Source: an optimization exercise on an open RTL-to-GDS flow (aim: small area, a short achievable clock period and few clock cycles per item). Production flows keep margins and buffers that such runs may drop. Function was checked by simulation only, so behaviour that the tests miss may differ from the original. Power is estimated from default activity; no workload was simulated.

==> flow/design.v <==
module mem_responder #(
    parameter int DEPTH_WORDS = 64,
    parameter int LATENCY     = 2
) (
    input  logic        clk,
    input  logic        reset,
    input  logic        req_valid,
    output logic        req_ready,
    input  logic        req_write,
    input  logic [1:0]  req_size,
    input  logic [31:0] req_addr,
    input  logic [31:0] req_wdata,
    output logic        resp_valid,
    output logic [31:0] resp_rdata,
    output logic        resp_error
);
    localparam int AW = $clog2(DEPTH_WORDS);
    localparam int NG = (DEPTH_WORDS + 2) / 3;    
    assign req_ready = !reset;
    logic        in_err;
    logic [3:0]  in_lane;    
    logic [31:0] in_wword;
    logic [3:0]  in_sel0;    
    logic [1:0]  in_sel1;    
    logic        in_sel2;    
    logic [3:0]  in_be_n;    
    assign in_err = (req_size == 2'b11)
                  || (req_size == 2'b01 && req_addr[0])
                  || (req_size == 2'b00 && req_addr[1:0] != 2'b00)
                  || (req_addr[31:8] != 24'd0);
    always_comb begin
        in_lane  = 4'b0000;
        in_wword = {4{req_wdata[7:0]}};
        in_sel0  = 4'b0000;
        in_sel1  = 2'b00;
        in_sel2  = 1'b0;
        case (req_size)
            2'b00: begin
                in_lane  = 4'b1111;
                in_wword = req_wdata;
                in_sel0  = 4'b0001;
                in_sel1  = 2'b01;
                in_sel2  = 1'b1;
            end
            2'b01: begin
                in_lane  = req_addr[1] ? 4'b0011 : 4'b1100;
                in_wword = {2{req_wdata[15:0]}};
                in_sel0  = req_addr[1] ? 4'b0001 : 4'b0100;
                in_sel1  = req_addr[1] ? 2'b01 : 2'b10;
            end
            2'b10: begin
                in_lane  = 4'b1000 >> req_addr[1:0];
                in_sel0  = 4'b1000 >> req_addr[1:0];
            end
            default: ;
        endcase
        if (req_write || in_err) begin
            in_sel0 = 4'b0000;
            in_sel1 = 2'b00;
            in_sel2 = 1'b0;
        end
        in_be_n = ~(in_lane & {4{req_valid && !reset && req_write && !in_err}});
    end
    logic                   s_valid;
    logic                   s_err;
    logic [DEPTH_WORDS-1:0] s_word;       
    logic [DEPTH_WORDS-1:0] s_word_n;
    logic [3:0]             s_be_n;
    logic [31:0]            s_wword;
    logic [3:0]             s_sel0;
    logic [1:0]             s_sel1;
    logic                   s_sel2;
    always_ff @(posedge clk) begin
        s_valid <= req_valid && !reset;
        s_err   <= in_err;
        s_word  <= DEPTH_WORDS'(1) << req_addr[AW+1:2];
        s_be_n  <= in_be_n;
        s_wword <= in_wword;
        s_sel0  <= in_sel0;
        s_sel1  <= in_sel1;
        s_sel2  <= in_sel2;
    end
    assign s_word_n = ~s_word;
    logic [31:0] rd_word;
    genvar gi, wi;
    generate
        for (gi = 0; gi < 4; gi++) begin : g_lane
            logic [8*DEPTH_WORDS-1:0] lane_mem;
            logic [DEPTH_WORDS-1:0]   we;
            for (wi = 0; wi < DEPTH_WORDS; wi++) begin : g_word
                mr_nor2 u_we (.a(s_word_n[wi]), .b(s_be_n[gi]), .y(we[wi]));
                always_ff @(posedge clk) begin
                    if (we[wi]) lane_mem[8*wi +: 8] <= s_wword[8*gi +: 8];
                end
            end
            for (genvar bi = 0; bi < 8; bi++) begin : g_bit
                logic [NG-1:0] grp_n;
                for (genvar ki = 0; ki < NG; ki++) begin : g_grp
                    if (3 * ki + 2 < DEPTH_WORDS) begin : g_3
                        mr_aoi222 u_aoi (
                            .a1(s_word[3*ki]),     .a2(lane_mem[8*(3*ki)     + bi]),
                            .b1(s_word[3*ki + 1]), .b2(lane_mem[8*(3*ki + 1) + bi]),
                            .c1(s_word[3*ki + 2]), .c2(lane_mem[8*(3*ki + 2) + bi]),
                            .y(grp_n[ki]));
                    end else if (3 * ki + 1 < DEPTH_WORDS) begin : g_2
                        mr_aoi22 u_aoi (
                            .a1(s_word[3*ki]),     .a2(lane_mem[8*(3*ki)     + bi]),
                            .b1(s_word[3*ki + 1]), .b2(lane_mem[8*(3*ki + 1) + bi]),
                            .y(grp_n[ki]));
                    end else begin : g_1
                        mr_nand2 u_nand (
                            .a(s_word[3*ki]), .b(lane_mem[8*(3*ki) + bi]), .y(grp_n[ki]));
                    end
                end
                logic [5:0] part;
                logic [2:0] part_n;
                mr_nand4 u_p0 (.a(grp_n[0]),  .b(grp_n[1]),  .c(grp_n[2]),  .d(grp_n[3]),  .y(part[0]));
                mr_nand4 u_p1 (.a(grp_n[4]),  .b(grp_n[5]),  .c(grp_n[6]),  .d(grp_n[7]),  .y(part[1]));
                mr_nand4 u_p2 (.a(grp_n[8]),  .b(grp_n[9]),  .c(grp_n[10]), .d(grp_n[11]), .y(part[2]));
                mr_nand4 u_p3 (.a(grp_n[12]), .b(grp_n[13]), .c(grp_n[14]), .d(grp_n[15]), .y(part[3]));
                mr_nand3 u_p4 (.a(grp_n[16]), .b(grp_n[17]), .c(grp_n[18]), .y(part[4]));
                mr_nand3 u_p5 (.a(grp_n[19]), .b(grp_n[20]), .c(grp_n[21]), .y(part[5]));
                mr_nor2  u_q0 (.a(part[0]), .b(part[1]), .y(part_n[0]));
                mr_nor2  u_q1 (.a(part[2]), .b(part[3]), .y(part_n[1]));
                mr_nor2  u_q2 (.a(part[4]), .b(part[5]), .y(part_n[2]));
                mr_nand3 u_r  (.a(part_n[0]), .b(part_n[1]), .c(part_n[2]), .y(rd_word[8*gi + bi]));
            end
        end
    endgenerate
    logic        r_valid;
    logic        r_err;
    logic [31:0] r_word;
    logic [3:0]  r_sel0;
    logic [1:0]  r_sel1;
    logic        r_sel2;
    always_ff @(posedge clk) begin
        r_valid <= s_valid && !reset;
        r_err   <= s_err;
        r_word  <= rd_word;
        r_sel0  <= s_sel0;
        r_sel1  <= s_sel1;
        r_sel2  <= s_sel2;
    end
    logic [31:0] load_data;
    always_comb begin
        load_data[7:0]   = ({8{r_sel0[0]}} & r_word[7:0])
                         | ({8{r_sel0[1]}} & r_word[15:8])
                         | ({8{r_sel0[2]}} & r_word[23:16])
                         | ({8{r_sel0[3]}} & r_word[31:24]);
        load_data[15:8]  = ({8{r_sel1[0]}} & r_word[15:8])
                         | ({8{r_sel1[1]}} & r_word[31:24]);
        load_data[31:16] = {16{r_sel2}} & r_word[31:16];
    end
    logic        resp_valid_reg;
    logic        resp_error_reg;
    logic [31:0] resp_rdata_reg;
    always_ff @(posedge clk) begin
        resp_valid_reg <= r_valid && !reset;
        resp_error_reg <= r_err;
        resp_rdata_reg <= load_data;
    end
    assign resp_valid = resp_valid_reg;
    assign resp_error = resp_error_reg;
    assign resp_rdata = resp_rdata_reg;
endmodule
module mr_nor2 (
    input  logic a,
    input  logic b,
    output logic y
);
    assign y = ~(a | b);
endmodule
module mr_nand2 (
    input  logic a,
    input  logic b,
    output logic y
);
    assign y = ~(a & b);
endmodule
module mr_nand3 (
    input  logic a,
    input  logic b,
    input  logic c,
    output logic y
);
    assign y = ~(a & b & c);
endmodule
module mr_nand4 (
    input  logic a,
    input  logic b,
    input  logic c,
    input  logic d,
    output logic y
);
    assign y = ~(a & b & c & d);
endmodule
module mr_aoi22 (
    input  logic a1,
    input  logic a2,
    input  logic b1,
    input  logic b2,
    output logic y
);
    assign y = ~((a1 & a2) | (b1 & b2));
endmodule
module mr_aoi222 (
    input  logic a1,
    input  logic a2,
    input  logic b1,
    input  logic b2,
    input  logic c1,
    input  logic c2,
    output logic y
);
    assign y = ~((a1 & a2) | (b1 & b2) | (c1 & c2));
endmodule
==> flow/flow/run.sh <==
#!/bin/bash
# The standard layout (standard.sh, the standard flow's own ORFS run) with three changes:
#   - port buffers are sky130_fd_sc_hd__buf_1 (the resizer upsizes them where timing needs it)
#     instead of the clkdlybuf4s50_1 delay cells buffer_ports picks by default;
#   - clock tree synthesis inserts no dummy loads;
#   - the resizer may change a cell's footprint when it resizes it.
# Every tool's output is in orfs/logs/ (one log per step) and the make output in standard.log.
set -euo pipefail
bash standard.sh \
  "BUFFER_PORTS_ARGS=-buffer_cell sky130_fd_sc_hd__buf_1" \
  "CTS_ARGS=-sink_clustering_enable -repair_clock_nets -sink_clustering_size 28 -sink_clustering_max_diameter 100 -buf_list sky130_fd_sc_hd__clkbuf_16 -dont_use_dummy_load" \
  MATCH_CELL_FOOTPRINT=0 \
  finish > standard.log 2>&1
==> flow/standard.sh <==
#!/bin/bash
# synth_recipe.tcl (not shown) runs the flow's synth.tcl, then flattens the netlist and writes it again
# the make line also repeats each setting of config.mk as NAME=value (left out here)
make -C /OpenROAD-flow-scripts/flow DESIGN_CONFIG=/design/flow/config.mk WORK_HOME=/design/flow/orfs CLKGATE_MAP_FILE= SYNTH_SCRIPT=/design/flow/synth_recipe.tcl "${@:-finish}"
==> flow/config.mk <==
export PLATFORM = sky130hd
export DESIGN_NAME = mem_responder
export DESIGN_NICKNAME = mem_responder
export VERILOG_FILES = /design/flow/design.v
export SDC_FILE = /design/flow/constraint.sdc
export NUM_CORES = 4
export LEC_CHECK = 0
export CAP_MARGIN = 20
export CORE_MARGIN = 2
export CORE_UTILIZATION = 40
export CTS_BUF_LIST = sky130_fd_sc_hd__clkbuf_16
export CTS_CLUSTER_DIAMETER = 100
export CTS_CLUSTER_SIZE = 28
export SETUP_SLACK_MARGIN = 3.42
export SLEW_MARGIN = 20
export SYNTH_HIERARCHICAL = 1
==> flow/constraint.sdc <==
create_clock -name core_clock -period 6.0 [get_ports {clk}]
set_input_delay 1.2000 -clock core_clock [delete_from_list [all_inputs] [get_ports {clk}]]
set_output_delay 1.2000 -clock core_clock [all_outputs]
set_load 0.01 [all_outputs]
==> impl_results.md, run 1 <==
* Largest family of logic cells by synthesized area: compound AO/OA/AOI/OAI gates
* Max H-tree Level at 3
* Num Clock Sinks at 2232
* Die Y-Extent at 440.7 µm
* Post-synthesis async set-or-reset flop share at 0%
* EDFF count, synth at 2048
* Final WS setup at about 3.4 ns
* Top cell type's share of synthesized area at 80.62%
* Multiplexer area fraction after synthesis at 0.2231%
* Clock Skews at 0.1108 ns
* Top_reg_cell synth: edfxtp_1
* Netlist cell types at 35
* Total CTS buffers at 91
* Clock buffer depth at 3
* Register area share after synthesis at 85.45%
* Area of the core at 189800 µm²
* Largest stage delay on the critical path at ~0.11 ns
* CP Class: input port to output port
* Syn Area/Cell at 19.92 µm²
* Cell family with most CP delay: buffers and inverters
* Non-filler cells, final at about 6.6k
* R2r setup slk at 3.40 ns
* Fin crit share at 43.67%
* Via count at 41.69k
* Area Growth Syn to Fin at 8.652%
* Vias in the first global route at 39.41k
* Top flop regs: g_lane.lane_mem (2048), s_word (64)
* CTS hold repair buffers at 0
* Wire per inst at 32.06 µm
* Pin count of the biggest net entering global routing at between 60 and 70
* First-pass GRT wire length at 295600 µm
* Min-delay src: s_sel1[0]
* Max-cap viol count at 0
* Synth Area in Simple Gates at 4.573%
* Rows at 160
* Final setup fails at 0
* Worst R2R End: r_word[30]
* Post-placement cell area at 80480 µm²
* Tmin final at 2.620 ns
* Register clock-pin slew on the reported worst setup and hold paths at about 0.10 ns
* Cell area after layout at about 83000 µm²
* Hold_ws at 0.3382 ns
* Worst reg2reg startpoint: s_word[9]
* RSZ-0062 raised after global routing: true
* Total track usage at 21.35%
* Fin. max-slew vios at 0
* Drt via density at roughly 6.3
* Worst hold path class: flip-flop to flip-flop
* Clock Latency Late Sink at 0.77 ns
* DR iter-0 viols at ~8.4k
* DRC at 0
* CTS tree: yes
* Top reg by flops: g_lane.lane_mem
* Initial antenna violation count at 17
* Compound-Gate Fraction of Synth Area at 9.259%
* Layout cells sized above 1 at 6.427%
* Die width at around 440 µm
* Post-synth net total at 3899
* Worst Path Buf+Inv at 3
* Mapped Area at 76280 µm²
* Clock root buffer: clkbuf_16
* I/O Buffers at 104
* Crit-path cells: buf_8, clkinv_4, buf_6
* Most common cell after layout, fill and taps aside: edfxtp_1
* Crit Path Max Fanout at 2
* Worst-Margin Slew at 1.149 ns
* Hpwl dp at 129300 µm
* Crit path max-delay cell type: buf_6
* Hold path endpoint: r_sel1[0]
* Max Freq at 381.7 MHz
* Peak supply drop at 0.2290 mV
* Post-synthesis adder-cell area fraction at 0%
* Die Area at 194200 µm²
* Cells after DPL at 6511
* Max-Slew Margin vs Limit at 23.13%
* Most area-hungry cell type in the Yosys netlist: edfxtp_1
* Initial Util at approximately two fifths
* Critical path startpoint category: input port
* Drt pass-1 iters at 9
* Hold Fails Final Rpt at 0
* Total gr overflow at 0
* Pwr per Cell Area at 304.0 nW/µm²
* Ys Warns at 7
* WL final at 212500 µm
* Synthesis-stage register bit count at 2232
* R2R depth at 4
* Crit path arrival time at approximately 1.4 ns
* Max FFs per register at just over 2k
* Routability Congestion at 0.8595
* Leakage at 24.19 nW
* Status: timing/DRC/antenna clean
* Nets at 4164
* Most frequent cells in the layout: edfxtp_1, a222oi_1, nor2_1
* Data required, critical path at 4.80 ns
* DP Worst Slack at 2.810 ns
* Post-synthesis instance total at 3829
* Remaining antenna violation count at 0
* Synth Area in XOR/XNOR at 0%
* Synth area leaders: edfxtp_1, a222oi_1, dfxtp_1
* Setup crit end kind: output port
* I/O pin count at about 110
* Setup TNS at 0 ns
* Hold Crit Depth at 0
==> worst max-delay path by stage <==
| stage | start | endpoint | slack [ns] | cells after the start |
|---|---|---|---|---|
| floorplan | reset | req_ready | 3.53 | 1 |
| global placement | req_addr[9] | s_sel1[0] | 2.77 | 5 |
| detailed placement | req_addr[10] | s_sel1[0] | 2.81 | 5 |
| CTS | resp_rdata_reg[12] | resp_rdata[12] | 3.37 | 1 |
| global route | reset | req_ready | 3.37 | 3 |
| finish | reset | req_ready | 3.38 | 3 |
==> metal layers <==
metal | vias to the layer above | share of wire, % | track usage (%)
li1 | 17250 | - | -
met1 | 21770 | 38 | 29.43
met2 | 2456 | 49 | 35.08
met3 | 207 | 9.0 | 2.326
met4 | 0 | 3.6 | 7.976
met5 | - | 0 | 0
==> synthesized netlist by cell type, types with 2 or more instances <==
| master | instances |
|---|---|
| edfxtp_1 | 2048 |
| nand3_1 | 103 |
| nor4b_1 | 2 |
| mux2i_1 | 8 |
| mux2_2 | 8 |
| clkbuf_1 | 18 |
| a21oi_1 | 2 |
| a222oi_1 | 672 |
| nor2_1 | 403 |
| nand2b_1 | 7 |
| a22oi_1 | 16 |
| a22o_1 | 8 |
| o21ai_0 | 18 |
| nand2_1 | 57 |
| a21o_1 | 3 |
| buf_1 | 4 |
| or3_1 | 4 |
| nand4_1 | 129 |
| and2_1 | 17 |
| inv_1 | 75 |
| dfxtp_1 | 184 |
| nor2b_1 | 8 |
| nor3_1 | 16 |
| nor4_1 | 8 |
==> Yosys stat by module (local to each module, per instance) <==
module | cell area (µm²) | flip-flops and latches | copies in the design
mem_responder | 66840 | 2232 | 1
mr_nand3 | 5.005 | 0 | 96
mr_aoi222 | 10.01 | 0 | 672
mr_nor2 | 3.754 | 0 | 352
mr_nand4 | 6.256 | 0 | 128
mr_nand2 | 3.754 | 0 | 32
==> what timing repair did <==
action	4_1_cts	5_1_grt
cloned	0	0
pin swaps	0	0
resized for setup	17	7
buffers inserted	1	0
setup endpoints to repair	8	7
==> stage by stage <==
step / utilization [%] / power [mW]
floorplan: - / 17.83
global placement: 42.41 / 18.42
detailed placement: 42.41 / 18.44
CTS: 43.63 / 25.29
global route: 43.67 / 25.81
finish: 43.67 / 25.20
==> report_power, final <==
group	switching, mW	internal (mW)
logic	0.721	0.143
clock network	4.38	2.73
registers	0.119	17.1
==> cell type report <==
cell class                 instances  area, µm²
antenna                           24      60.06
clock buffer                      91       2277
fill                           16310     106900
inverter                          75      286.5
multi-input combinational       1498      10740
sequential                      2232      65260
tap                             2511       3142
timing repair buffer             196       1111
==> cells by family after synthesis <==
family	count (synthesis)
compound gates	721
buf+inv	99
flops	2232
mux	16
simple gates	761
Testbench counts, summed over its fixed seeds: cycles 9,624, items 9,600.
==> inputs of run 2 (changes only) <==
--- a/flow/config.mk
+++ b/flow/config.mk
@@ -11,6 +11,6 @@
 export CTS_BUF_LIST = sky130_fd_sc_hd__clkbuf_16
 export CTS_CLUSTER_DIAMETER = 100
 export CTS_CLUSTER_SIZE = 28
-export SETUP_SLACK_MARGIN = 3.42
+export SETUP_SLACK_MARGIN = 3.5
 export SLEW_MARGIN = 20
 export SYNTH_HIERARCHICAL = 1
==> run 2 against run 1 <==
Effect of this change:
- still clean
- fmax about the same
- clock power about the same
- area after synthesis unchanged
- first-iteration DRC count decreased by 1.7%
- core utilization about the same
- register-to-register slack improved by 0.08 ns
- critical path depth unchanged
- synthesized cell count unchanged
- clock skew decreased by 0.0052 ns
- critical path type unchanged
==> impl_results.md, run 2 <==
* Total track usage at 21.34% (about the same)
* Top_reg_cell synth: edfxtp_1
* Worst reg2reg startpoint: s_word[9]
* Total gr overflow at 0 (unchanged)
* CTS hold repair buffers at 0 (unchanged)
* Rows at 160 (unchanged)
* Top flop regs: g_lane.lane_mem (2048), s_word (64)
* Initial Util at 40.20% (unchanged)
* Leakage at 24.20 nW (about the same)
* WL final at 212300 µm (about the same)
* CP Class: input port to output port
* DR iter-0 viols at 8305 (-1.7%)
* Mapped Area at 76280 µm² (unchanged)
* Max FFs per register at 2048 (unchanged)
* Peak supply drop at 0.2295 mV (+0.22%)
* I/O Buffers at 104 (unchanged)
* Cells after DPL at 6511 (unchanged)
* First-pass GRT wire length at 295600 µm (about the same)
* RSZ-0062 raised after global routing: true
* DRC at 0 (unchanged)
* Area Growth Syn to Fin at 8.701% (about the same)
* Final setup fails at 0 (unchanged)
* Max-Slew Margin vs Limit at 23.85% (+0.72 points)
* Fin crit share at 43.67% (about the same)
* Most frequent cells in the layout: edfxtp_1, a222oi_1, nor2_1
* Crit-path cells: buf_8, clkinv_4, buf_6
* Setup crit end kind: output port
* Post-synthesis async set-or-reset flop share at 0% (unchanged)
* Remaining antenna violation count at 0 (unchanged)
* Syn Area/Cell at 19.92 µm² (unchanged)
* Vias in the first global route at 39.41k (+0.0025%)
* R2r setup slk at 3.48 ns (+0.08 ns)
* Wire per inst at 32.04 µm (about the same)
* Pwr per Cell Area at 303.8 nW/µm² (about the same)
* Routability Congestion at 0.8595 (unchanged)
* CTS tree: yes
* Worst Path Buf+Inv at 3 (unchanged)
* Core Util, Final at 43.69% (about the same)
* Ys Warns at 7 (unchanged)
* Most common cell in the netlist: edfxtp_1
* I/O pin count at 105 (unchanged)
* Data required, critical path at 4.80 ns (about the same)
* Tmin final at 2.620 ns (+0.00003000 ns)
* Worst hold path class: flip-flop to flip-flop
* Nets at 4164 (unchanged)
* Hold Fails Final Rpt at 0 (unchanged)
* Clock buffer depth at 3 (unchanged)
* Most common cell after layout, fill and taps aside: edfxtp_1
* Synth area leaders: edfxtp_1, a222oi_1, dfxtp_1
* Total CTS buffers at 91 (unchanged)
* Non-filler cells, final at 6627 (unchanged)
* Clock Latency Late Sink at 0.76 ns (about the same)
* Synthesis-stage register bit count at 2232 (unchanged)
* Crit path arrival time at 1.42 ns (about the same)
* Drt pass-1 iters at 9 (unchanged)
* Fin. max-slew vios at 0 (unchanged)
* Max H-tree Level at 3 (unchanged)
* Status: timing/DRC/antenna clean
* EDFF count, synth at 2048 (unchanged)
* Post-synthesis instance total at 3829 (unchanged)
* Crit Path Max Fanout at 2 (unchanged)
* Area of the core at 189800 µm² (unchanged)
* Drt via density at 6.271 (-0.30%)
* Initial antenna violation count at 18 (+1)
* Post-synth net total at 3899 (unchanged)
* Power Total at 25.19 mW (about the same)
* Max-cap viol count at 0 (unchanged)
* Die Y-Extent at 440.7 µm (unchanged)
* Post-placement cell area at 80480 µm² (unchanged)
* Critical path startpoint category: input port
* Clock Skews at 0.1056 ns (-0.005197 ns)
* Via count at 41.56k (-0.30%)
* Netlist cell types at 35 (unchanged)
* Most area-hungry cell type in the Yosys netlist: edfxtp_1
* Commonest cells post-synth: edfxtp_1, a222oi_1, nor2_1
* Crit path max-delay cell type: buf_6
* DP Worst Slack at 2.810 ns (unchanged)
* Cell family with most CP delay: buffers and inverters
* Top reg by flops: g_lane.lane_mem
* Setup TNS at 0 ns (unchanged)
* Worst-Margin Slew at 1.138 ns (-0.01082 ns)
* Clock root buffer: clkbuf_16
* Cell area after layout at 82920 µm² (about the same)
* Register area share after synthesis at 85.45% (unchanged)
* Hpwl dp at 129300 µm (unchanged)
* Crit path launch: reset
* Hold_ws at 0.3379 ns (-0.0003170 ns)
* Top cell type's share of synthesized area at 80.62% (unchanged)
* Die Area at 194200 µm² (unchanged)
* Min-delay src: s_sel1[0]
* Num Clock Sinks at 2232 (unchanged)
* Final WS setup at 3.380 ns (-0.00003000 ns)
* Die width at 440.7 µm (unchanged)
* Pin count of the biggest net entering global routing at 65 (unchanged)
* Largest stage delay on the critical path at 0.11 ns (about the same)
* Register clock-pin slew on the reported worst setup and hold paths at 0.10 ns (about the same)
* Layout cells sized above 1 at 6.745% (+0.32 points)
* Max Freq at 381.7 MHz (about the same)
## run 2: cell counts after synthesis
Identical to the previous run, type by type.
## run 2: per-layer routing
layer / up-vias / share of wire, % / track usage, %
li1: 17250 / - / -
met4: 0 / 3.9 / 8.015
met2: 2378 / 49 / 35.08
met5: - / 0 / 0
met3: 220 / 9.0 / 2.149
met1: 21710 / 38 / 29.52
## run 2: timing repair
| item | CTS | global route |
|---|---|---|
| setup endpoints to repair | 27 | 49 |
| setup buffers | 1 | 0 |
| gates resized for setup | 24 | 15 |
| pin swaps | 0 | 1 |
## run 2: per-module statistics from Yosys (local to each module, per instance)
module | copies in the design | cells inside | area, µm²
mr_aoi222 | 672 | 1 | 10.01
mr_nand4 | 128 | 1 | 6.256
mr_nand2 | 32 | 1 | 3.754
mr_nand3 | 96 | 1 | 5.005
mem_responder | 1 | 2549 | 66840
mr_nor2 | 352 | 1 | 3.754
## run 2: path summary, 6_finish.rpt
check,end,cells past startpoint
hold reg to reg,r_sel1[0],0
setup / recovery,req_ready,3
hold / removal,r_sel1[0],0
setup reg to reg,r_word[29],4
## run 2: report_power, final
group	internal (mW)	switching [mW]
clock network	2.73	4.37
registers	17.1	0.121
logic	0.144	0.720
total	20.0	5.21
## run 2: final cells by class
cell class | count | area, µm²
inverters | 75 | 286.5
well taps | 2511 | 3142
flip-flops and latches | 2232 | 65270
multi-input cells | 1498 | 10770
fillers | 16320 | 106900
clock buffers | 91 | 2277
diodes | 24 | 60.06
repair buffers | 196 | 1117
## run 2: kinds of logic after synthesis
| kind of cell | synth area share, % |
|---|---|
| flip-flops | 85.45 |
| AO/OA/AOI/OAI | 9.259 |
| buffers and inverters | 0.4986 |
| AND/OR/NAND/NOR | 4.573 |
| multiplexers | 0.2231 |
==> inputs of run 3 (changes only) <==
==> flow/flow/run.sh (replaced) <==
#!/bin/bash
# The standard layout (standard.sh, the standard flow's own ORFS run) with these changes:
#   - port buffers are sky130_fd_sc_hd__buf_1 (the resizer upsizes them where timing needs it)
#     instead of the clkdlybuf4s50_1 delay cells buffer_ports picks by default;
#   - clock tree synthesis inserts no dummy loads;
#   - the resizer may change a cell's footprint when it resizes it;
#   - the reset and req_ready pins are placed side by side (req_ready = !reset is a path
#     from one port straight to the other).
# Every tool's output is in orfs/logs/ (one log per step) and the make output in standard.log.
set -euo pipefail
bash standard.sh \
  "BUFFER_PORTS_ARGS=-buffer_cell sky130_fd_sc_hd__buf_1" \
  "CTS_ARGS=-sink_clustering_enable -repair_clock_nets -sink_clustering_size 28 -sink_clustering_max_diameter 100 -buf_list sky130_fd_sc_hd__clkbuf_16 -dont_use_dummy_load" \
  MATCH_CELL_FOOTPRINT=0 \
  "PLACE_PINS_ARGS=-group_pins {reset req_ready}" \
  finish > standard.log 2>&1
==> run 3 against run 2 <==
Effect of this change:
- flip-flop and latch count did not move
- routed wire length unchanged
- clock skew stayed put
- largest cell class unchanged
- highest routed layer unchanged
==> impl_results.md, run 3 <==
* CTS hold repair buffers at 0 (unchanged)
* Cells after DPL at 6511 (unchanged)
* Post-synthesis instance total at 3829 (unchanged)
* CTS tree: yes
* Synth area leaders: edfxtp_1, a222oi_1, dfxtp_1
* Worst reg2reg startpoint: s_word[9]
* Syn Area/Cell at 19.92 µm² (unchanged)
* Die Y-Extent at 440.7 µm (unchanged)
* P_sw at 5.214 mW (unchanged)
* Synthesis-stage register bit count at 2232 (unchanged)
* I/O Buffers at 104 (unchanged)
* Initial antenna violation count at 18 (unchanged)
* Clock Skews at 0.1056 ns (unchanged)
* Layout cells sized above 1 at 6.745% (unchanged)
* Routability Congestion at 0.8595 (unchanged)
* Routed wire length on met2 at 104100 µm (unchanged)
* Num Clock Sinks at 2232 (unchanged)
* Top flop regs: g_lane.lane_mem (2048), s_word (64)
* Remaining antenna violation count at 0 (unchanged)
* Drt pass-1 iters at 9 (unchanged)
* Clock buffer depth at 3 (unchanged)
* Worst-Margin Slew at 1.138 ns (unchanged)
* Die width at 440.7 µm (unchanged)
* Mapped Area at 76280 µm² (unchanged)
* Register clock-pin slew on the reported worst setup and hold paths at 0.10 ns (about the same)
* Area of the core at 189800 µm² (unchanged)
* Post-placement cell area at 80480 µm² (unchanged)
* Clock Latency Late Sink at 0.76 ns (about the same)
* Hold path endpoint: r_sel1[0]
* Hpwl dp at 129300 µm (unchanged)
* Top_reg_cell synth: edfxtp_1
* Highest routed layer: met4
* WL met1 at 80830 µm (unchanged)
* Post-synthesis async set-or-reset flop share at 0% (unchanged)
* Worst R2R End: r_word[29]
* I/O pin count at 105 (unchanged)
* DR iter-0 viols at 8305 (unchanged)
* Data required, critical path at 4.80 ns (about the same)
* Total gr overflow at 0 (unchanged)
* DRC at 0 (unchanged)
* Most common cell in the netlist: edfxtp_1
* RSZ-0062 raised after global routing: true
* Die Area at 194200 µm² (unchanged)
* Leakage at 24.20 nW (unchanged)
* Most area-hungry cell type in the Yosys netlist: edfxtp_1
* Cell area after layout at 82920 µm² (unchanged)
* P_int at 19.98 mW (unchanged)
* Largest stage delay on the critical path at 0.11 ns (about the same)
* Via count at 41.56k (unchanged)
* Setup TNS at 0 ns (unchanged)
* Met3 wire len at 19050 µm (unchanged)
* CP Class: input port to output port
* Post-synth net total at 3899 (unchanged)
* Sequential share of power at 68.4% (about the same)
* Max H-tree Level at 3 (unchanged)
* Sw frac at 20.69% (unchanged)
* First-pass GRT wire length at 295600 µm (unchanged)
* Pwr per Cell Area at 303.8 nW/µm² (unchanged)
* Register area share after synthesis at 85.45% (unchanged)
* Fin. max-slew vios at 0 (unchanged)
* Nets at 4164 (unchanged)
* Final setup fails at 0 (unchanged)
* WL final at 212300 µm (unchanged)
* Hold Fails Final Rpt at 0 (unchanged)
* R2r setup slk at 3.48 ns (about the same)
* Crit path max-delay cell type: buf_6
* Wire per inst at 32.04 µm (unchanged)
* Max-cap viol count at 0 (unchanged)
* Tmin final at 2.620 ns (unchanged)
* Commonest cells post-synth: edfxtp_1, a222oi_1, nor2_1
* Clock root buffer: clkbuf_16
* Total CTS buffers at 91 (unchanged)
* Most common cell after layout, fill and taps aside: edfxtp_1
* Fin crit share at 43.67% (unchanged)
* EDFF count, synth at 2048 (unchanged)
* Critical path startpoint category: input port
* Crit-path cells: buf_8, clkinv_4, buf_6
* Pin count of the biggest net entering global routing at 65 (unchanged)
* Netlist cell types at 35 (unchanged)
* Status: timing/DRC/antenna clean
* Non-filler cells, final at 6627 (unchanged)
* Initial Util at 40.20% (unchanged)
* Max FFs per register at 2048 (unchanged)
* Setup crit end kind: output port
* Drt via density at 6.271 (unchanged)
* Crit path arrival time at 1.42 ns (about the same)
* Top reg by flops: g_lane.lane_mem
* Hold Crit Depth at 0 (unchanged)
* Peak supply drop at 0.2295 mV (unchanged)
* R2R depth at 4 (unchanged)
* Combinational share of power at 3.4% (about the same)
* Max Freq at 381.7 MHz (unchanged)
* Top cell type's share of synthesized area at 80.62% (unchanged)
* Crit Path Max Fanout at 2 (unchanged)
* Max-Slew Margin vs Limit at 23.85% (unchanged)
* Clock Power Share at 28.2% (about the same)
* Ys Warns at 7 (unchanged)
* Worst hold path class: flip-flop to flip-flop
* Vias in the first global route at 39.41k (unchanged)
* Most frequent cells in the layout: edfxtp_1, a222oi_1, nor2_1
* Min-delay src: s_sel1[0]
* Rows at 160 (unchanged)
* Area Growth Syn to Fin at 8.701% (unchanged)
* Total track usage at 21.34% (unchanged)
[run 3: cell counts after synthesis]
Identical to the previous run, type by type.
[run 3: critical path: cells and delay by family]
kind | cells | cell delay, ns
buffers and inverters | 3 | 0.22
[run 3: power groups by stage]
stage	clock network (mW)	registers, mW	logic [mW]
6_report	7.10	17.2	0.864
5_1_grt	7.69	17.2	0.896
4_1_cts	7.20	17.2	0.862
3_5_place_dp	0	17.6	0.860
3_3_place_gp	0	17.6	0.840
2_1_floorplan	0	17.7	0.176
[run 3: stage by stage]
stage | worst slack (ns) | hold slack (ns) | total power [mW] | util [%]
6_report | 3.380 | 0.3379 | 25.19 | 43.69
3_3_place_gp | 2.765 | 0.3125 | 18.42 | 42.41
2_1_floorplan | 3.529 | 0.3096 | 17.83 | -
5_1_grt | 3.375 | 0.3422 | 25.81 | 43.69
4_1_cts | 3.381 | 0.3390 | 25.29 | 43.64
3_5_place_dp | 2.810 | 0.3153 | 18.44 | 42.41
[run 3: final cells by class]
cell class                 instances  area [µm²]
inverter                          75       286.5
sequential                      2232       65270
clock buffer                      91        2277
multi-input combinational       1498       10770
tap                             2511        3142
timing repair buffer             196        1117
fill                           16320      106900
antenna                           24       60.06
[run 3: worst max path at each step]
| stage | startpoint | to | depth (start not counted) |
|---|---|---|---|
| after floorplan | reset | req_ready | 1 |
| after global placement | req_addr[9] | s_sel1[0] | 5 |
| after detailed placement | req_addr[10] | s_sel1[0] | 5 |
| after CTS | reset | req_ready | 3 |
| after global routing | reset | req_ready | 3 |
| final | reset | req_ready | 3 |
[run 3: layer usage]
layer	global-route usage [%]	vias to the layer above
met3	2.149	220
met5	0	-
met1	29.52	21710
li1	-	17250
met4	8.015	0
met2	35.08	2378
[run 3: per-module statistics from Yosys, one instance, submodules excluded]
module	flops+latches	copies in the design
mr_nand2	0	32
mr_nor2	0	352
mem_responder	2232	1
mr_aoi222	0	672
mr_nand3	0	96
mr_nand4	0	128
[run 3: cell families after synthesis]
| logic type | after synthesis | share of synthesized area (%) |
|---|---|---|
| multiplexers | 16 | 0.2231 |
| AO/OA/AOI/OAI | 721 | 9.259 |
| buffers and inverters | 99 | 0.4986 |
| AND/OR/NAND/NOR | 761 | 4.573 |
| flip-flops | 2232 | 85.45 |
[run 3: timing repair]
action	in CTS	in global routing
resized for setup	24	15
pin swaps	0	1
buffers inserted	1	0
setup endpoints to repair	27	49
gates cloned	0	0
==> inputs of run 4 (changes only) <==
--- a/flow/config.mk
+++ b/flow/config.mk
@@ -11,6 +11,6 @@
 export CTS_BUF_LIST = sky130_fd_sc_hd__clkbuf_16
 export CTS_CLUSTER_DIAMETER = 100
 export CTS_CLUSTER_SIZE = 28
-export SETUP_SLACK_MARGIN = 3.5
+export SETUP_SLACK_MARGIN = 3.65
 export SLEW_MARGIN = 20
 export SYNTH_HIERARCHICAL = 1
==> run 4 against run 3 <==
Effect of this change:
- still clean on timing, DRC and antenna
- flip-flop and latch count did not move
- register-to-register slack improved by 0.15 ns
- combinational power rose by 4.3%
- design area rose by 0.41%
- synthesized cell count did not move
- area after synthesis did not move
- fmax barely moved
- clock-buffer cell count did not move
- worst setup slack improved by 0.0011 ns
- highest routed layer unchanged
==> impl_results.md, run 4 <==
* Initial antenna violation count at 17 (-1)
* Top flop regs: g_lane.lane_mem (2048), s_word (64)
* Crit Path Max Fanout at 2 (unchanged)
* Worst reg2reg startpoint: s_word[27]
* Max Freq at 381.8 MHz (about the same)
* Max-Slew Margin vs Limit at 31.09% (+7.2 points)
* Initial Util at 40.20% (unchanged)
* Top_reg_cell synth: edfxtp_1
* CTS tree: yes
* Die Y-Extent at 440.7 µm (unchanged)
* Nets at 4171 (+0.17%)
* Non-filler cells, final at 6622 (-0.075%)
* Hold Fails Final Rpt at 0 (unchanged)
* Post-synth net total at 3899 (unchanged)
* Cells after DPL at 6518 (+0.11%)
* Die width at 440.7 µm (unchanged)
* Min-delay src: s_sel0[1]
* Post-synthesis instance total at 3829 (unchanged)
* Ys Warns at 7 (unchanged)
* CTS hold repair buffers at 0 (unchanged)
* Via count at 41.83k (+0.64%)
* R2R depth at 5 (+1)
* Top cell type's share of synthesized area at 80.62% (unchanged)
* CP Class: input port to output port
* Drt pass-1 iters at 9 (unchanged)
* Total CTS buffers at 91 (unchanged)
* Fin. max-slew vios at 0 (unchanged)
* Setup TNS at 0 ns (unchanged)
* Power Total at 25.22 mW (about the same)
* Status: timing/DRC/antenna clean
* Synthesis-stage register bit count at 2232 (unchanged)
* Total track usage at 21.40% (+0.058 points)
* Tmin final at 2.619 ns (-0.001050 ns)
* Hold path endpoint: r_sel0[1]
* Area of the core at 189800 µm² (unchanged)
* Register area share after synthesis at 85.45% (unchanged)
* Final setup fails at 0 (unchanged)
* Die Area at 194200 µm² (unchanged)
* Critical path startpoint category: input port
* Clock buffer depth at 3 (unchanged)
* EDFF count, synth at 2048 (unchanged)
* Total gr overflow at 0 (unchanged)
* Layout cells sized above 1 at 8.856% (+2.1 points)
* Synth area leaders: edfxtp_1, a222oi_1, dfxtp_1
* Rows at 160 (unchanged)
* Drt via density at 6.316 (+0.72%)
* Commonest cells post-synth: edfxtp_1, a222oi_1, nor2_1
* Wire per inst at 32.15 µm (+0.36%)
* Num Clock Sinks at 2232 (unchanged)
* Most frequent cells in the layout: edfxtp_1, a222oi_1, nor2_1
* Hpwl dp at 132000 µm (+2.1%)
* Clock Power Share at 28.2% (about the same)
* Worst hold path class: flip-flop to flip-flop
* Clock root buffer: clkbuf_16
* Mapped Area at 76280 µm² (unchanged)
* Post-synthesis async set-or-reset flop share at 0% (unchanged)
* R2r setup slk at 3.63 ns (+0.15 ns)
* Most common cell in the netlist: edfxtp_1
* Data required, critical path at 4.80 ns (about the same)
* Netlist cell types at 35 (unchanged)
* Worst-Margin Slew at 1.034 ns (-0.1043 ns)
* DR iter-0 viols at 8378 (+0.88%)
* Peak supply drop at 0.1973 mV (-14%)
* Vias in the first global route at 39.47k (+0.15%)
* Routability Congestion at 0.8536 (-0.69%)
* Combinational share of power at 3.6% (+0.2 points)
* Pwr per Cell Area at 302.8 nW/µm² (-0.32%)
* RSZ-0062 raised after global routing: true
* Leakage at 24.42 nW (+0.91%)
* Hold Crit Depth at 0 (unchanged)
* Pin count of the biggest net entering global routing at 65 (unchanged)
* Most common cell after layout, fill and taps aside: edfxtp_1
* Most area-hungry cell type in the Yosys netlist: edfxtp_1
* Fin crit share at 43.65% (about the same)
* Crit path arrival time at 1.42 ns (about the same)
* Worst R2R End: r_word[5]
* Top reg by flops: g_lane.lane_mem
* I/O Buffers at 104 (unchanged)
* Area Growth Syn to Fin at 9.152%
* P_int at 19.99 mW (about the same)
* First-pass GRT wire length at 297200 µm (+0.56%)
* P_sw at 5.230 mW (+0.31%)
* Syn Area/Cell at 19.92 µm² (unchanged)
* Max-cap viol count at 0 (unchanged)
* Max H-tree Level at 3 (unchanged)
* Max FFs per register at 2048 (unchanged)
* WL final at 212900 µm (+0.28%)
* Remaining antenna violation count at 0 (unchanged)
* Sequential share of power at 68.2% (-0.2 points)
* Setup crit end kind: output port
* Register clock-pin slew on the reported worst setup and hold paths at 0.11 ns (about the same)
* Sw frac at 20.74% (+0.045 points)
* DRC at 0 (unchanged)
* Clock Skews at 0.07151 ns (-0.03413 ns)
* Clock Latency Late Sink at 0.77 ns (about the same)
* I/O pin count at 105 (unchanged)
run 4: changes by cell type in the layout (fill, tap and decap cells not counted), sizes merged:
cell,delta
diode,-12
buf,+8
clkbuf,-1
clkinv,-1
inv,+1
run 4: cell families (layout without fill, tap and decap cells):
kind of cell | count (synthesis) | count (layout) | synth area share, %
other | 0 | 12 | 0
and+or+nand+nor | 761 | 761 | 4.573
AOI/OAI and AO/OA | 721 | 721 | 9.259
DFF | 2232 | 2232 | 85.45
muxes | 16 | 16 | 0.2231
buffers and inverters | 99 | 369 | 0.4986
run 4: critical path, stage by stage:
cell and delay, ns:
buf_8 0.09, inv_2 0.04, buf_6 0.09
run 4: cell type report:
class                           instances  area, µm²
Clock buffer                           91       2277
Fill cell                           16350     106500
Tap cell                             2511       3142
Inverter                               75      281.5
Multi-Input combinational cell       1498      10880
Antenna cell                           12      30.03
Timing Repair Buffer                  203       1370
Sequential cell                      2232      65280
run 4: repair_timing:
action                     4_1_cts  5_1_grt
pin swaps                        9        6
setup buffers                    1        0
resized for setup              157       34
setup endpoints to repair      143      109
run 4: metrics by stage:
stage | hold WS (ns) | cell area [µm²] | setup slack [ns] | utilization, %
finish | 0.3392 | 83270 | 3.381 | 43.87
global route | 0.3427 | 83250 | 3.372 | 43.87
CTS | 0.3386 | 83130 | 3.379 | 43.80
detailed placement | 0.3135 | 80520 | 2.956 | 42.43
global placement | 0.3165 | 80520 | 2.822 | 42.43
floorplan | 0.3096 | 76300 | 3.540 | -
run 4: layer usage:
metal	part of all wire [%]	GRT usage, %	vias to the layer above
met5	0	0	-
met4	3.6	7.767	0
met3	9.3	2.159	244
met2	48	34.54	2528
met1	39	30.28	21790
li1	-	-	17260
run 4: power groups by stage:
stage / clock network, mW / logic, mW / registers, mW
global route: 7.70 / 0.930 / 17.2
global placement: 0 / 0.861 / 17.5
detailed placement: 0 / 0.884 / 17.5
finish: 7.12 / 0.901 / 17.2
floorplan: 0 / 0.176 / 17.7
CTS: 7.23 / 0.894 / 17.2
run 4: worst max-delay path by stage:
| stage | cells after the start | slack, ns | start | end |
|---|---|---|---|---|
| 5_1_grt | 3 | 3.37 | reset | req_ready |
| 3_5_place_dp | 5 | 2.96 | req_size[0] | s_sel1[0] |
| 6_report | 3 | 3.38 | reset | req_ready |
| 2_1_floorplan | 5 | 3.54 | req_addr[25] | s_sel1[0] |
| 4_1_cts | 3 | 3.38 | reset | req_ready |
| 3_3_place_gp | 5 | 2.82 | req_size[0] | s_sel0[0] |
run 4: modules after synthesis, one instance, submodules excluded:
module         copies in the design  area, µm²  flops+latches
mr_nand4                        128      6.256              0
mr_nand3                         96      5.005              0
mr_nand2                         32      3.754              0
mem_responder                     1      66840           2232
mr_nor2                         352      3.754              0
mr_aoi222                       672      10.01              0
==> inputs of run 5 (changes only) <==
--- a/flow/design.v
+++ b/flow/design.v
@@ -113,17 +113,16 @@
                     end
                 end
                 logic [5:0] part;
-                logic [2:0] part_n;
+                logic [1:0] part_n;
                 mr_nand4 u_p0 (.a(grp_n[0]),  .b(grp_n[1]),  .c(grp_n[2]),  .d(grp_n[3]),  .y(part[0]));
                 mr_nand4 u_p1 (.a(grp_n[4]),  .b(grp_n[5]),  .c(grp_n[6]),  .d(grp_n[7]),  .y(part[1]));
                 mr_nand4 u_p2 (.a(grp_n[8]),  .b(grp_n[9]),  .c(grp_n[10]), .d(grp_n[11]), .y(part[2]));
                 mr_nand4 u_p3 (.a(grp_n[12]), .b(grp_n[13]), .c(grp_n[14]), .d(grp_n[15]), .y(part[3]));
                 mr_nand3 u_p4 (.a(grp_n[16]), .b(grp_n[17]), .c(grp_n[18]), .y(part[4]));
                 mr_nand3 u_p5 (.a(grp_n[19]), .b(grp_n[20]), .c(grp_n[21]), .y(part[5]));
-                mr_nor2  u_q0 (.a(part[0]), .b(part[1]), .y(part_n[0]));
-                mr_nor2  u_q1 (.a(part[2]), .b(part[3]), .y(part_n[1]));
-                mr_nor2  u_q2 (.a(part[4]), .b(part[5]), .y(part_n[2]));
-                mr_nand3 u_r  (.a(part_n[0]), .b(part_n[1]), .c(part_n[2]), .y(rd_word[8*gi + bi]));
+                mr_nor3  u_q0 (.a(part[0]), .b(part[1]), .c(part[2]), .y(part_n[0]));
+                mr_nor3  u_q1 (.a(part[3]), .b(part[4]), .c(part[5]), .y(part_n[1]));
+                mr_nand2 u_r  (.a(part_n[0]), .b(part_n[1]), .y(rd_word[8*gi + bi]));
             end
         end
     endgenerate
@@ -194,6 +193,14 @@
 );
     assign y = ~(a & b & c & d);
 endmodule
+module mr_nor3 (
+    input  logic a,
+    input  logic b,
+    input  logic c,
+    output logic y
+);
+    assign y = ~(a | b | c);
+endmodule
 module mr_aoi22 (
     input  logic a1,
     input  logic a2,
==> flow/run.sh (new file) <==
#!/bin/bash
# synth_recipe.tcl (not shown) runs the flow's synth.tcl, then flattens the netlist and writes it again
# the make line also repeats each setting of config.mk as NAME=value (left out here)
make -C /OpenROAD-flow-scripts/flow DESIGN_CONFIG=/design/flow/config.mk WORK_HOME=/design/flow/orfs CLKGATE_MAP_FILE= SYNTH_SCRIPT=/design/flow/synth_recipe.tcl finish
--- a/flow/config.mk
+++ b/flow/config.mk
@@ -11,6 +11,6 @@
 export CTS_BUF_LIST = sky130_fd_sc_hd__clkbuf_16
 export CTS_CLUSTER_DIAMETER = 100
 export CTS_CLUSTER_SIZE = 28
-export SETUP_SLACK_MARGIN = 3.65
+export SETUP_SLACK_MARGIN = 3.35
 export SLEW_MARGIN = 20
 export SYNTH_HIERARCHICAL = 1
removed: flow/flow/run.sh
removed: flow/standard.sh
==> run 5 against run 4 <==
Effect of this change:
- global-route usage is 0.81 points lower
- still clean
- largest power group unchanged
- sequential power hardly changed
- largest cell class unchanged
- synthesized cell count down 0.84%
- power rose by 0.91%
==> impl_results.md, run 5 <==
* Status: timing/DRC/antenna clean
* Rows at 160 (unchanged)
* Layout cells sized above 1 at 8.121% (-0.74 points)
* Clock root buffer: clkbuf_16
* Clock buffer depth at 3 (unchanged)
* Routability Congestion at 0.8369 (-2.0%)
* Synth area leaders: edfxtp_1, a222oi_1, dfxtp_1
* RSZ-0062 raised after global routing: true
* Max FFs per register at 2048 (unchanged)
* Most common cell after layout, fill and taps aside: edfxtp_1
* Fin crit share at 44.67% (+1.0 points)
* Post-synthesis async set-or-reset flop share at 0% (unchanged)
* Hold Fails Final Rpt at 0 (unchanged)
* Fillers at 16.48k (+0.77%)
* Most frequent cells in the layout: edfxtp_1, a222oi_1, nor2_1
* Pin count of the biggest net entering global routing at 65 (unchanged)
* Final setup fails at 0 (unchanged)
* I/O Buffers at 104 (unchanged)
* Commonest cells post-synth: edfxtp_1, a222oi_1, nor2_1
* Clock Skews at 0.04536 ns (-0.02614 ns)
* Cell repeated most along the worst path: buf_2
* DRC at 0 (unchanged)
* Crit path arrival time at 1.48 ns (+0.06 ns)
* Crit-path cells: buf_2, inv_1, buf_2
* Leakage at 24.95 nW (+2.2%)
* DR iter-0 viols at 7929 (-5.4%)
* Total gr overflow at 0 (unchanged)
* Ys Warns at 7 (unchanged)
* Tmin final at 2.680 ns (+0.06141 ns)
* Power Total at 25.44 mW (+0.91%)
* Synthesis-stage register bit count at 2232 (unchanged)
* Most common cell in the netlist: edfxtp_1
* Total CTS buffers at 90 (-1.1%)
* WL final at 206000 µm (-3.2%)
* P_sw at 5.339 mW (+2.1%)
* Top flop regs: g_lane.lane_mem (2048), s_word (64)
* Mapped Area at 76520 µm² (+0.31%)
* Wire per inst at 31.08 µm (-3.3%)
* Top reg by flops: g_lane.lane_mem
* Data required, critical path at 4.80 ns (about the same)
* Most area-hungry cell type in the Yosys netlist: edfxtp_1
* Initial antenna violation count at 12 (-5)
* Top cell type's share of synthesized area at 80.36% (-0.25 points)
* Initial Util at 40.24% (+0.042 points)
* Netlist cell types at 36 (+2.9%)
* Nets at 4124 (-1.1%)
* Clock Latency Late Sink at 0.76 ns (about the same)
* Largest stage delay on the critical path at 0.12 ns (+0.03 ns)
* Area Growth Syn to Fin at 9.639%
* Setup TNS at 0 ns (unchanged)
* Remaining antenna violation count at 0 (unchanged)
* Die width at 441.4 µm (+0.16%)
* CTS tree: yes
* Non-filler cells, final at 6629 (+0.11%)
* Max-cap viol count at 0 (unchanged)
* Combinational share of power at 3.5% (about the same)
* Setup crit end kind: output port
* Clock Power Share at 28.8% (+0.6 points)
* Die Y-Extent at 441.4 µm (+0.16%)
* Syn Area/Cell at 20.15 µm² (+1.2%)
* Register area share after synthesis at 85.18% (-0.27 points)
* Crit Path Max Fanout at 4 (+2)
* Worst-Margin Slew at 1.075 ns (+0.04111 ns)
* P_int at 20.10 mW (+0.60%)
* Crit path to: req_ready
* Max-Slew Margin vs Limit at 28.34% (-2.7 points)
* Register clock-pin slew on the reported worst setup and hold paths at 0.10 ns (about the same)
* Post-synthesis instance total at 3797 (-0.84%)
* CP Class: input port to output port
* First-pass GRT wire length at 287300 µm (-3.3%)
* Fin. max-slew vios at 0 (unchanged)
* Top_reg_cell synth: edfxtp_1
* Cells after DPL at 6473 (-0.69%)
* EDFF count, synth at 2048 (unchanged)
* Vias in the first global route at 39.19k (-0.69%)
* Pwr per Cell Area at 303.3 nW/µm² (+0.14%)
* Total track usage at 20.59% (-0.81 points)
* Drt via density at 6.225 (-1.4%)
* Die Area at 194800 µm² (+0.31%)
* R2r setup slk at 3.40 ns (-0.23 ns)
* Worst hold path class: flip-flop to flip-flop
* R2R depth at 4 (-1)
* I/O pin count at 105 (unchanged)
* Area of the core at 190200 µm² (+0.21%)
* Crit path max-delay cell type: buf_2
* Via count at 41.26k (-1.3%)
* Sequential share of power at 67.7% (-0.5 points)
* Peak supply drop at 0.2507 mV (+27%)
* Max Freq at 373.1 MHz (-2.3%)
* Sw frac at 20.98% (+0.24 points)
* Critical path startpoint category: input port
* Max H-tree Level at 3 (unchanged)
* Worst R2R End: r_word[2]
* Drt pass-1 iters at 9 (unchanged)
* Hpwl dp at 126300 µm (-4.3%)
* Worst reg2reg startpoint: s_word[14]
* Num Clock Sinks at 2232 (unchanged)
* Post-synth net total at 3867 (-0.82%)
* Crit path launch: reset
-- run 5: critical path: cells and delay by family --
family	cells	cell delay, ns
buffers and inverters	3	0.28
-- run 5: timing repair --
item,4_1_cts,5_1_grt
endpoints found under the setup margin,123,62
hold buffers,0,0
resized for setup,44,11
buffers inserted,0,0
-- run 5: per-module statistics from Yosys, one instance, submodules excluded, excerpt --
module / flops+latches / cells inside
mr_nor2: 0 / 1
mr_aoi222: 0 / 1
mem_responder: 2232 / 2549
mr_nor3: 0 / 1
mr_nand2: 0 / 1
mr_nand3: 0 / 1
-- run 5: area by class of cell --
type	instances	area, µm²	area share [%]
diodes	5	12.51	0.01491
flip-flops and latches	2232	65270	77.80
well taps	2511	3142	3.745
repair buffers	189	1628	1.940
clock inverters	60	309.0	0.3683
multi-input cells	1466	10980	13.09
clock buffers	91	2277	2.714
inverters	75	281.5	0.3355
-- run 5: power by group through the flow --
stage,combinational (mW),clock (mW),sequential [mW]
final,0.894,7.34,17.2
after global routing,0.925,7.95,17.2
after floorplan,0.201,0,17.7
after global placement,0.869,0,17.6
after detailed placement,0.889,0,17.6
after CTS,0.889,7.44,17.2
-- run 5: worst min path at each step --
stage	start	to	slack (ns)	cells after the start
2_1_floorplan	s_err	r_err	0.31	0
3_3_place_gp	r_err	resp_error_reg	0.31	0
3_5_place_dp	r_err	resp_error_reg	0.31	0
4_1_cts	r_err	resp_error_reg	0.34	0
5_1_grt	s_sel0[1]	r_sel0[1]	0.35	0
6_report	r_err	resp_error_reg	0.33	0
-- run 5: logic make-up (layout without fill, tap and decap cells) --
group / Yosys count / after routing / share of synthesized area [%]
mux: 16 / 16 / 0.2224
buf+inv: 99 / 415 / 0.4970
flops: 2232 / 2232 / 85.18
compound gates: 721 / 721 / 9.230
other cells: 0 / 5 / 0
simple gates: 729 / 729 / 4.872
-- run 5: through the flow --
stage	instance area [µm²]	hold WS, ns	util (%)	setup slack, ns
floorplan	76520	0.3096	-	3.529
global placement	81330	0.3146	42.76	2.543
detailed placement	81330	0.3132	42.76	2.531
CTS	83880	0.3363	44.11	3.111
global route	83890	0.3452	44.11	3.311
finish	83900	0.3340	44.12	3.320
-- run 5: metal layers --
layer | track usage (%) | vias up | wire length [µm]
met5 | 0 | - | 0
met4 | 6.523 | 0 | 6608
li1 | - | 17220 | -
met1 | 28.98 | 21660 | 81660
met3 | 2.790 | 219 | 19180
met2 | 33.35 | 2166 | 98590
Testbench counts of run 5, summed over its fixed seeds: cycles 9,624, items 9,600.
==> inputs of run 6 (changes only) <==
--- a/flow/design.v
+++ b/flow/design.v
@@ -126,36 +126,22 @@
             end
         end
     endgenerate
-    logic        r_valid;
-    logic        r_err;
-    logic [31:0] r_word;
-    logic [3:0]  r_sel0;
-    logic [1:0]  r_sel1;
-    logic        r_sel2;
-    always_ff @(posedge clk) begin
-        r_valid <= s_valid && !reset;
-        r_err   <= s_err;
-        r_word  <= rd_word;
-        r_sel0  <= s_sel0;
-        r_sel1  <= s_sel1;
-        r_sel2  <= s_sel2;
-    end
     logic [31:0] load_data;
     always_comb begin
-        load_data[7:0]   = ({8{r_sel0[0]}} & r_word[7:0])
-                         | ({8{r_sel0[1]}} & r_word[15:8])
-                         | ({8{r_sel0[2]}} & r_word[23:16])
-                         | ({8{r_sel0[3]}} & r_word[31:24]);
-        load_data[15:8]  = ({8{r_sel1[0]}} & r_word[15:8])
-                         | ({8{r_sel1[1]}} & r_word[31:24]);
-        load_data[31:16] = {16{r_sel2}} & r_word[31:16];
+        load_data[7:0]   = ({8{s_sel0[0]}} & rd_word[7:0])
+                         | ({8{s_sel0[1]}} & rd_word[15:8])
+                         | ({8{s_sel0[2]}} & rd_word[23:16])
+                         | ({8{s_sel0[3]}} & rd_word[31:24]);
+        load_data[15:8]  = ({8{s_sel1[0]}} & rd_word[15:8])
+                         | ({8{s_sel1[1]}} & rd_word[31:24]);
+        load_data[31:16] = {16{s_sel2}} & rd_word[31:16];
     end
     logic        resp_valid_reg;
     logic        resp_error_reg;
     logic [31:0] resp_rdata_reg;
     always_ff @(posedge clk) begin
-        resp_valid_reg <= r_valid && !reset;
-        resp_error_reg <= r_err;
+        resp_valid_reg <= s_valid && !reset;
+        resp_error_reg <= s_err;
         resp_rdata_reg <= load_data;
     end
     assign resp_valid = resp_valid_reg;
==> flow/flow/run.sh (new file) <==
#!/bin/bash
# The standard layout (standard.sh, the standard flow's own ORFS run) with these changes:
#   - port buffers are sky130_fd_sc_hd__buf_1 (the resizer upsizes them where timing needs it)
#     instead of the clkdlybuf4s50_1 delay cells buffer_ports picks by default;
#   - clock tree synthesis inserts no dummy loads;
#   - the resizer may change a cell's footprint when it resizes it;
#   - the reset and req_ready pins are placed side by side (req_ready = !reset is a path
#     from one port straight to the other).
# Every tool's output is in orfs/logs/ (one log per step) and the make output in standard.log.
set -euo pipefail
bash standard.sh \
  "BUFFER_PORTS_ARGS=-buffer_cell sky130_fd_sc_hd__buf_1" \
  "CTS_ARGS=-sink_clustering_enable -repair_clock_nets -sink_clustering_size 28 -sink_clustering_max_diameter 100 -buf_list sky130_fd_sc_hd__clkbuf_16 -dont_use_dummy_load" \
  MATCH_CELL_FOOTPRINT=0 \
  "PLACE_PINS_ARGS=-group_pins {reset req_ready}" \
  finish > standard.log 2>&1
==> flow/standard.sh (new file) <==
#!/bin/bash
# synth_recipe.tcl (not shown) runs the flow's synth.tcl, then flattens the netlist and writes it again
# the make line also repeats each setting of config.mk as NAME=value (left out here)
make -C /OpenROAD-flow-scripts/flow DESIGN_CONFIG=/design/flow/config.mk WORK_HOME=/design/flow/orfs CLKGATE_MAP_FILE= SYNTH_SCRIPT=/design/flow/synth_recipe.tcl "${@:-finish}"
--- a/flow/config.mk
+++ b/flow/config.mk
@@ -11,6 +11,6 @@
 export CTS_BUF_LIST = sky130_fd_sc_hd__clkbuf_16
 export CTS_CLUSTER_DIAMETER = 100
 export CTS_CLUSTER_SIZE = 28
-export SETUP_SLACK_MARGIN = 3.35
+export SETUP_SLACK_MARGIN = 3.65
 export SLEW_MARGIN = 20
 export SYNTH_HIERARCHICAL = 1
removed: flow/run.sh
==> run 6 against run 5 <==
Effect of this change:
- area after synthesis fell by 1.1%
- die area fell by 1.1%
- non-clock buffer count rose by 30
- critical endpoint unchanged
- cell count fell by 1.3%
- via count rose by 0.45%
- global-route usage rose by 0.85 points
- combinational power rose by 8.5%
- first-iteration DRC count rose by 7.9%
- synthesized cell count fell by 1.1%
- largest cell class unchanged
- power fell by 2.8%
- fmax rose by 2.1%
- design area fell by 0.26%
==> impl_results.md, run 6 <==
* Drt via density at 6.332 (+1.7%)
* Initial Util at 40.30% (+0.059 points)
* Total CTS buffers at 89 (-1.1%)
* Num Clock Sinks at 2191 (-1.8%)
* Tmin final at 2.624 ns (-0.05589 ns)
* I/O pin count at 105 (unchanged)
* Post-synthesis instance total at 3755 (-1.1%)
* Crit Path Max Fanout at 2 (-2)
* Top cell type's share of synthesized area at 81.26% (+0.90 points)
* DRC at 0 (unchanged)
* Crit path arrival time at 1.42 ns (-0.06 ns)
* Fin. max-slew vios at 0 (unchanged)
* Sw frac at 20.62% (-0.36 points)
* Most frequent cells in the layout: edfxtp_1, a222oi_1, nor2_1
* Max FFs per register at 2048 (unchanged)
* Synth area leaders: edfxtp_1, a222oi_1, dfxtp_1
* Register clock-pin slew on the reported worst setup and hold paths at 0.11 ns (about the same)
* Via count at 41.45k (+0.45%)
* Remaining antenna violation count at 0 (unchanged)
* Leakage at 24.62 nW (-1.3%)
* Max H-tree Level at 3 (unchanged)
* Final WS setup at 3.376 ns (+0.05589 ns)
* Critical path startpoint category: input port
* Clock Power Share at 28.1% (-0.7 points)
* Mapped Area at 75680 µm² (-1.1%)
* CP Class: input port to output port
* Most area-hungry cell type in the Yosys netlist: edfxtp_1
* Area of the core at 187800 µm² (-1.3%)
* Total track usage at 21.44% (+0.85 points)
* Initial antenna violation count at 13 (+1)
* CTS tree: yes
* WL final at 214900 µm (+4.3%)
* Cell family with most CP delay: buffers and inverters
* Pwr per Cell Area at 295.5 nW/µm² (-2.6%)
* Top reg by flops: g_lane.lane_mem
* DR iter-0 viols at 8556 (+7.9%)
* Fin crit share at 43.74% (-0.93 points)
* Layout cells sized above 1 at 12.89% (+4.8 points)
* Clock buffer depth at 3 (unchanged)
* Wire per inst at 32.83 µm (+5.6%)
* EDFF count, synth at 2048 (unchanged)
* Status: timing/DRC/antenna clean
* Sequential share of power at 67.9% (+0.2 points)
* Hpwl dp at 127500 µm (+0.92%)
* RSZ-0062 raised after global routing: true
* Top_reg_cell synth: edfxtp_1
* Netlist cell types at 36 (unchanged)
* Top flop regs: g_lane.lane_mem (2048), s_word (64)
* Syn Area/Cell at 20.15 µm² (about the same)
* Worst Path Buf+Inv at 3 (unchanged)
* Worst hold path class: flip-flop to flip-flop
* Area Growth Syn to Fin at 10.57%
* Max-Slew Margin vs Limit at 25.92% (-2.4 points)
* Total gr overflow at 0 (unchanged)
* Routability Congestion at 0.8920 (+6.6%)
* Synthesis-stage register bit count at 2191 (-1.8%)
* Data required, critical path at 4.80 ns (about the same)
* Vias in the first global route at 38.76k (-1.1%)
* Die width at 439.0 µm (-0.55%)
* P_int at 19.63 mW (-2.4%)
* Fillers at 15.96k (-3.1%)
* Post-synthesis async set-or-reset flop share at 0% (unchanged)
* Die Area at 192700 µm² (-1.1%)
* Nets at 4115 (-0.22%)
* Clock Skews at 0.05753 ns (+0.01216 ns)
* Cell repeated most along the worst path: buf_6
* Peak supply drop at 0.2240 mV (-11%)
* Hold Fails Final Rpt at 0 (unchanged)
* Ys Warns at 7 (unchanged)
* Most common cell in the netlist: edfxtp_1
* Setup crit end kind: output port
* Largest stage delay on the critical path at 0.10 ns (-0.02 ns)
* Combinational share of power at 3.9% (+0.4 points)
* Drt pass-1 iters at 9 (unchanged)
* Pin count of the biggest net entering global routing at 65 (unchanged)
* P_sw at 5.099 mW (-4.5%)
* Clock Latency Late Sink at 0.75 ns (about the same)
* Worst-Margin Slew at 1.107 ns (+0.03232 ns)
* Core Util, Final at 44.56% (+0.44 points)
* CTS hold repair buffers at 0 (unchanged)
* Max Freq at 381.0 MHz (+2.1%)
* Max-cap viol count at 0 (unchanged)
* Non-filler cells, final at 6546 (-1.3%)
* Crit path max-delay cell type: buf_6
* Setup TNS at 0 ns (unchanged)
* Rows at 159 (-0.63%)
* Register area share after synthesis at 85.05% (-0.13 points)
* First-pass GRT wire length at 292800 µm (+1.9%)
* Die Y-Extent at 439.0 µm (-0.55%)
* DP Worst Slack at 2.649 ns (+0.1180 ns)
* Crit-path cells: buf_6, inv_2, buf_6
* Final setup fails at 0 (unchanged)
* I/O Buffers at 104 (unchanged)
* Cells after DPL at 6407 (-1.0%)
* Post-synth net total at 3825 (-1.1%)
* Commonest cells post-synth: edfxtp_1, a222oi_1, nor2_1
* Clock root buffer: clkbuf_16
* Most common cell after layout, fill and taps aside: edfxtp_1
* Hold_ws at 0.3359 ns (+0.001899 ns)
-- run 6: cell types whose count changed in the layout (fill, tap and decap cells not counted), moves of 33 or more --
cell / previous run / this run
clkdlybuf4s50_1: 68 / 0
buf_6: 0 / 55
dfxtp_1: 121 / 32
buf_1: 0 / 66
inv_1: 126 / 74
dlygate4sd2_1: 33 / 0
dfxtp_4: 4 / 49
-- run 6: final timing paths --
path,from,end,slack [ns],cells after the start
setup / recovery,reset,req_ready,3.38,3
hold / removal,s_err,resp_error_reg,0.34,0
setup reg to reg,s_word[24],resp_rdata_reg[22],3.53,7
hold reg to reg,s_err,resp_error_reg,0.34,0
-- run 6: cells by family after synthesis --
family / after synthesis / share of synthesized area [%]
AND/OR/NAND/NOR: 732 / 4.912
buffers and inverters: 95 / 0.4828
AO/OA/AOI/OAI: 721 / 9.333
multiplexers: 16 / 0.2249
flip-flops: 2191 / 85.05
-- run 6: modules after synthesis, one instance, submodules excluded --
module,times used,cell area (µm²)
mr_nand3,64,5.005
mr_nand2,64,3.754
mr_nor3,64,10.01
mr_aoi222,672,10.01
mem_responder,1,65990
mr_nor2,256,3.754
mr_nand4,128,6.256
-- run 6: final cells by class --
class / instances / area (µm²) / share of cell area, %
Antenna cell: 8 / 20.02 / 0.02392
Clock buffer: 89 / 2227 / 2.661
Inverter: 75 / 281.5 / 0.3364
Multi-Input combinational cell: 1469 / 11480 / 13.71
Sequential cell: 2191 / 64620 / 77.23
Tap cell: 2495 / 3122 / 3.731
Timing Repair Buffer: 219 / 1931 / 2.307
-- run 6: power groups by stage --
stage               Combinational [mW]  Clock (mW)  Sequential, mW
finish                           0.970        6.96            16.8
detailed placement               0.897           0            17.2
floorplan                        0.208           0            17.3
global placement                 0.876           0            17.2
global route                     0.998        7.56            16.8
CTS                              0.938        7.06            16.8
-- run 6: timing repair --
item                       in CTS  in global routing
setup buffers                  15                 19
pin swaps                      98                123
resized for setup             284                 97
cloned                          1                  7
setup endpoints to repair     481                169
-- run 6: routing by layer --
layer  GRT usage (%)  wire [µm]
met1           30.17      82350
met2           33.98     102000
met3           2.743      21950
met4           8.558       8574
met5               0         12
-- run 6: worst reg2reg max path, stage by stage, from the launching register on --
cell and delay (ns):
dfxtp_4 0.38, buf_4 0.15, clkbuf_16 0.15, a222oi_1 0.52, nand4_1 0.43, nor3_2 0.29, nand2_2 0.11, and2_2 0.29
-- run 6: stage by stage --
step | cell area [µm²] | power (mW)
final | 83680 | 24.73
after global routing | 83670 | 25.36
after CTS | 83030 | 24.80
after detailed placement | 79760 | 18.07
after global placement | 79760 | 18.04
after floorplan | 75690 | 17.53
Testbench counts of run 6, summed over its fixed seeds: cycles 9,616, items 9,600.

==> re-timing with driven ports <==
The flow's constraints put no driver on any port. The routed layouts listed below were extracted and timed again, unchanged, in two steps.
Step 1: set_driving_cell puts a clkbuf_16 on clk and a buf_2 on each other input, an assumption about the parent block.
Step 2 adds t to the input delays and takes it off the output delays; t is the mean of the earliest and latest rising clock arrival at the registers after step 1. Input paths then give back, and output paths get back, about the clock's delay inside the block.
a / b / c = no drivers / after step 1 / after step 2; a / b = the first two.
| run | shift t [ns] | setup WS [ns] | worst slew at a driven data input, ns |
|---|---|---|---|
| run 1 | 0.796 | 3.380 / 3.329 / 2.886 | 0.20 |
| run 2 | 0.792 | 3.380 / 3.329 / 2.891 | 0.21 |
| run 3 | 0.792 | 3.380 / 3.329 / 2.891 | 0.21 |
| run 4 | 0.815 | 3.381 / 3.342 / 2.950 | 0.20 |
| run 5 | 0.826 | 3.320 / 3.299 / 2.748 | 0.18 |
| run 6 | 0.809 | 3.376 / 3.335 / 3.153 | 0.25 |
After both steps every run listed still meets setup and hold. The setup slack of run 5, which loses most, moves by -0.021 ns with the drivers and by -0.572 ns with both steps.
